This is an optimization exercise on Yosys and OpenROAD, whose aim is small area, not a production implementation.
Function was checked by simulation only, so behaviour that the tests miss may differ from the original.
Power and IR drop assume default switching activity.

==> flow/design.v (excerpt) <==
module alu_issue_stage #(
  parameter int N    = 32,
  parameter int NREG = 32,
  parameter int AW   = $clog2(NREG)
) (
  input  logic          clk,
  input  logic          rst,
  input  logic          cmd_valid,
  output logic          cmd_ready,
  input  logic [3:0]    cmd_op,
  input  logic [AW-1:0] cmd_rd,
  input  logic [AW-1:0] cmd_rs,
  input  logic [AW-1:0] cmd_rt,
  input  logic          ld_en,
  input  logic [AW-1:0] ld_addr,
  input  logic [N-1:0]  ld_data,
  output logic [N-1:0]  alu_X,
  output logic [N-1:0]  alu_Y,
  output logic [3:0]    alu_op,
  input  logic [N-1:0]  alu_Z,
  input  logic          alu_equal,
  input  logic          alu_overflow,
  input  logic          alu_zero,
  output logic          wb_valid,
  output logic [AW-1:0] wb_rd,
  output logic [N-1:0]  wb_data,
  output logic          flag_equal,
  output logic          flag_zero,
  output logic          flag_ovf,
  output logic          sticky_ovf,
  input  logic          flag_clr,
  output logic          bad_op,
  input  logic [AW-1:0] dbg_addr,
  output logic [N-1:0]  dbg_data,
  output logic [1:0]    dbg_state
);
Size: ~1100 flip-flops, about 250 I/O pins, roughly 42000 um2 of cells after synthesis.
==> module alu_issue_stage, before the edit <==
module alu_issue_stage #(
  parameter int N    = 32,
  parameter int NREG = 32,
  parameter int AW   = $clog2(NREG)
) (
  input  logic          clk,
  input  logic          rst,
  input  logic          cmd_valid,
  output logic          cmd_ready,
  input  logic [3:0]    cmd_op,
  input  logic [AW-1:0] cmd_rd,
  input  logic [AW-1:0] cmd_rs,
  input  logic [AW-1:0] cmd_rt,
  input  logic          ld_en,
  input  logic [AW-1:0] ld_addr,
  input  logic [N-1:0]  ld_data,
  output logic [N-1:0]  alu_X,
  output logic [N-1:0]  alu_Y,
  output logic [3:0]    alu_op,
  input  logic [N-1:0]  alu_Z,
  input  logic          alu_equal,
  input  logic          alu_overflow,
  input  logic          alu_zero,
  output logic          wb_valid,
  output logic [AW-1:0] wb_rd,
  output logic [N-1:0]  wb_data,
  output logic          flag_equal,
  output logic          flag_zero,
  output logic          flag_ovf,
  output logic          sticky_ovf,
  input  logic          flag_clr,
  output logic          bad_op,
  input  logic [AW-1:0] dbg_addr,
  output logic [N-1:0]  dbg_data,
  output logic [1:0]    dbg_state
);
  localparam logic [1:0] S_IDLE = 2'd0;
  localparam logic [1:0] S_EXEC = 2'd1;
  localparam logic [1:0] S_WB   = 2'd2;
  localparam logic [1:0] S_TRAP = 2'd3;
  logic [1:0]    state_q, state_d;
  logic          in_idle, in_wb;
  logic [N-1:0]  regs_q [NREG];    
  logic [N-1:0]  regs_d [NREG];
  logic [NREG-1:0] vld_q;          
  logic [N-1:0]  xz_q;             
  logic [AW-1:0] rt_q;             
  logic [3:0]    op_q;             
  logic [AW-1:0] rd_q;             
  logic          eq_q, zero_q, ovf_q;
  logic          sticky_q;
  logic          op_reserved, op_arith;
  logic          accept;
  logic [AW-1:0] pa_addr;
  logic [NREG-1:0] pa_sel, pd_sel;
  logic [N-1:0]  pa_data, pd_data;
  logic          we;
  logic [AW-1:0] wa;
  logic [N-1:0]  wd;
  logic [NREG-1:0] row_we, row_nwe;
  assign in_idle = (state_q == S_IDLE);
  assign in_wb   = (state_q == S_WB);
  assign op_reserved = (op_q == 4'd4) || (op_q >= 4'd11);
  assign op_arith    = (op_q == 4'd5) || (op_q == 4'd6);
  assign cmd_ready = in_idle && !ld_en;
  assign accept    = cmd_ready && cmd_valid;
  always_comb begin
    state_d = state_q;
    case (state_q)
      S_IDLE: if (accept) state_d = S_EXEC;
      S_EXEC: state_d = S_WB;
      S_WB:   state_d = ovf_q ? S_TRAP : S_IDLE;
      S_TRAP: if (flag_clr) state_d = S_IDLE;
      default: state_d = S_IDLE;
    endcase
  end
  always_ff @(posedge clk or posedge rst) begin
    if (rst) begin
      state_q  <= S_IDLE;
      sticky_q <= 1'b0;
    end else begin
      state_q  <= state_d;
      if (flag_clr)            sticky_q <= 1'b0;
      else if (in_wb && ovf_q) sticky_q <= 1'b1;
    end
  end
  assign pa_addr = in_idle ? cmd_rs : rt_q;
  always_comb begin
    pa_sel = '0;
    pd_sel = '0;
    for (int i = 1; i < NREG; i++) begin
      pa_sel[i] = (pa_addr == i) && vld_q[i];
      pd_sel[i] = (dbg_addr == i) && vld_q[i];
    end
  end
  for (genvar b = 0; b < N; b++) begin : g_rd
    logic [NREG-1:0] col;
    for (genvar i = 0; i < NREG; i++) begin : g_col
      assign col[i] = regs_q[i][b];
    end
    ais_read31 u_pa (.sel(pa_sel[NREG-1:1]), .d(col[NREG-1:1]), .y(pa_data[b]));
    ais_read31 u_pd (.sel(pd_sel[NREG-1:1]), .d(col[NREG-1:1]), .y(pd_data[b]));
  end
  always_ff @(posedge clk) begin
    xz_q   <= in_idle ? pa_data : alu_Z;
    rt_q   <= cmd_rt;
    eq_q   <= alu_equal;
    zero_q <= alu_zero;
    ovf_q  <= alu_overflow && op_arith;
    if (in_idle) begin
      op_q <= cmd_op;
      rd_q <= cmd_rd;
    end
  end
  assign wa = in_idle ? ld_addr : rd_q;
  assign wd = in_idle ? ld_data : xz_q;
  assign we = in_idle ? ld_en : (in_wb && !op_reserved && !ovf_q);
  always_comb begin
    row_we  = '0;
    row_nwe = '1;
    for (int i = 1; i < NREG; i++) begin
      row_we[i]  = we && (wa == i);
      row_nwe[i] = !(we && (wa == i));
    end
  end
  always_ff @(posedge clk or posedge rst) begin
    if (rst) begin
      vld_q <= '0;
    end else begin
      for (int i = 1; i < NREG; i++)
        if (row_we[i]) vld_q[i] <= 1'b1;
    end
  end
  assign regs_d[0] = '0;
  for (genvar i = 1; i < NREG; i++) begin : g_row
    for (genvar b = 0; b < N; b++) begin : g_bit
      ais_wsel u_w (.q(regs_q[i][b]), .d(wd[b]), .we(row_we[i]), .nwe(row_nwe[i]),
                    .y(regs_d[i][b]));
    end
  end
  always_ff @(posedge clk) begin
    for (int i = 1; i < NREG; i++) regs_q[i] <= regs_d[i];
  end
  always_comb begin
    alu_X      = xz_q;
    alu_Y      = pa_data;
    alu_op     = op_q;
    wb_valid   = in_wb;
    wb_rd      = rd_q;
    wb_data    = xz_q;
    flag_equal = eq_q && !op_reserved;
    flag_zero  = zero_q && !op_reserved;
    flag_ovf   = ovf_q;
    sticky_ovf = sticky_q;
    bad_op     = in_wb && op_reserved;
    dbg_data   = pd_data;
    dbg_state  = state_q;
  end
endmodule
export LEC_CHECK = 0
export CAP_MARGIN = 10
export CORE_MARGIN = 2
export CORE_UTILIZATION = 50
export CTS_BUF_LIST = sky130_fd_sc_hd__clkbuf_8
export CTS_CLUSTER_DIAMETER = 60
export CTS_CLUSTER_SIZE = 16
export PLACE_DENSITY = 0.6
export SLEW_MARGIN = 10
export SYNTH_HIERARCHICAL = 1
create_clock -name core_clock -period 8.0 [get_ports {clk}]
standard.sh (not shown) runs the stock make flow with config.mk's settings and CLKGATE_MAP_FILE= SYNTH_SCRIPT=/design/flow/synth_recipe.tcl, a recipe that flattens the netlist after the stock synthesis.
==> flow/flow/run.sh <==
#!/bin/bash
# Standard ORFS layout with two changes: port buffers use the smallest
# buffer, and clock tree synthesis inserts no dummy loads.
set -euo pipefail
export BUFFER_PORTS_ARGS="-buffer_cell sky130_fd_sc_hd__buf_1"
export CTS_ARGS="-sink_clustering_enable -repair_clock_nets -dont_use_dummy_load -sink_clustering_size 16 -sink_clustering_max_diameter 60 -buf_list sky130_fd_sc_hd__clkbuf_8"
bash standard.sh > flow_make.log 2>&1
Change:
--- a/flow/design.v
+++ b/flow/design.v
@@ -51,14 +51,14 @@
   logic          sticky_q;
   logic          op_reserved, op_arith;
   logic          accept;
   logic [AW-1:0] pa_addr;
-  logic [NREG-1:0] pa_sel, pd_sel;
+  logic [NREG-1:0] pa_sel, pd_sel, pa_sel_n, pd_sel_n;
   logic [N-1:0]  pa_data, pd_data;
   logic          we;
   logic [AW-1:0] wa;
-  logic [N-1:0]  wd;
-  logic [NREG-1:0] row_we, row_nwe;
+  logic [N-1:0]  wd, wd_n;
+  logic [NREG-1:0] row_hit, row_we, row_nwe;
   assign in_idle = (state_q == S_IDLE);
   assign in_wb   = (state_q == S_WB);
   assign op_reserved = (op_q == 4'd4) || (op_q >= 4'd11);
   assign op_arith    = (op_q == 4'd5) || (op_q == 4'd6);
@@ -85,14 +85,20 @@
     end
   end
   assign pa_addr = in_idle ? cmd_rs : rt_q;
   always_comb begin
-    pa_sel = '0;
-    pd_sel = '0;
+    pa_sel_n = '1;
+    pd_sel_n = '1;
     for (int i = 1; i < NREG; i++) begin
-      pa_sel[i] = (pa_addr == i) && vld_q[i];
-      pd_sel[i] = (dbg_addr == i) && vld_q[i];
-    end
+      pa_sel_n[i] = !((pa_addr == i) && vld_q[i]);
+      pd_sel_n[i] = !((dbg_addr == i) && vld_q[i]);
+    end
+  end
+  assign pa_sel[0] = 1'b0;
+  assign pd_sel[0] = 1'b0;
+  for (genvar i = 1; i < NREG; i++) begin : g_rsel
+    ais_inv u_pa (.a(pa_sel_n[i]), .y(pa_sel[i]));
+    ais_inv u_pd (.a(pd_sel_n[i]), .y(pd_sel[i]));
   end
   for (genvar b = 0; b < N; b++) begin : g_rd
     logic [NREG-1:0] col;
     for (genvar i = 0; i < NREG; i++) begin : g_col
@@ -112,24 +118,29 @@
       rd_q <= cmd_rd;
     end
   end
   assign wa = in_idle ? ld_addr : rd_q;
-  assign wd = in_idle ? ld_data : xz_q;
+  for (genvar b = 0; b < N; b++) begin : g_wd
+    ais_mux2i u_m (.a(xz_q[b]), .b(ld_data[b]), .s(in_idle), .y(wd_n[b]));
+    ais_inv   u_i (.a(wd_n[b]), .y(wd[b]));
+  end
   assign we = in_idle ? ld_en : (in_wb && !op_reserved && !ovf_q);
   always_comb begin
-    row_we  = '0;
-    row_nwe = '1;
-    for (int i = 1; i < NREG; i++) begin
-      row_we[i]  = we && (wa == i);
-      row_nwe[i] = !(we && (wa == i));
-    end
+    row_hit = '0;
+    for (int i = 1; i < NREG; i++) row_hit[i] = we && (wa == i);
+  end
+  assign row_nwe[0] = 1'b1;
+  assign row_we[0]  = 1'b0;
+  for (genvar i = 1; i < NREG; i++) begin : g_wen
+    ais_inv u_n (.a(row_hit[i]), .y(row_nwe[i]));
+    ais_inv u_p (.a(row_nwe[i]), .y(row_we[i]));
   end
   always_ff @(posedge clk or posedge rst) begin
     if (rst) begin
       vld_q <= '0;
     end else begin
       for (int i = 1; i < NREG; i++)
-        if (row_we[i]) vld_q[i] <= 1'b1;
+        if (row_hit[i]) vld_q[i] <= 1'b1;
     end
   end
   assign regs_d[0] = '0;
   for (genvar i = 1; i < NREG; i++) begin : g_row
@@ -190,4 +201,18 @@
   output logic        y
 );
   assign y = !(&a);
 endmodule
+module ais_inv (
+  input  logic a,
+  output logic y
+);
+  assign y = !a;
+endmodule
+module ais_mux2i (
+  input  logic a,
+  input  logic b,
+  input  logic s,
+  output logic y
+);
+  assign y = !(s ? b : a);
+endmodule
Wire length stays flat.
Synthesized area rises slightly.
Final cell count rises slightly.
Setup slack gains 0.25 ns.
Design area falls slightly.
Register-to-register slack loses 0.36 ns.
Utilization falls by 1.1 points.
Count of clock-buffer cells in the layout falls by 2.
Sequential power rises by a few percent.
Global-route usage barely changes.
Die area rises slightly.

-- separate check: timing with driven ports --
No port has a modelled driver above. Below, the same layouts with a new extraction and two added sets of constraints. Step 1: set_driving_cell puts a clkbuf_16 on clk and a buf_2 on each other input, an assumption about the parent block. Step 2, shift: input delay + t, output delay - t, t = (earliest + latest rising clock arrival at the registers) / 2. This alone moves slack from input paths to output paths. Slacks: no drivers / after step 1 / after step 2; pairs: no drivers / after step 1.
run | t, ns | slack for setup (ns) | slew at the worst register clock pin (ns)
the first run | 0.793 | 0.979 / 0.911 / 1.500 | 0.11 / 0.11
the second run | 0.807 | 1.230 / 1.160 / 1.318 | 0.11 / 0.11
After both steps setup and hold are still met in every run listed.
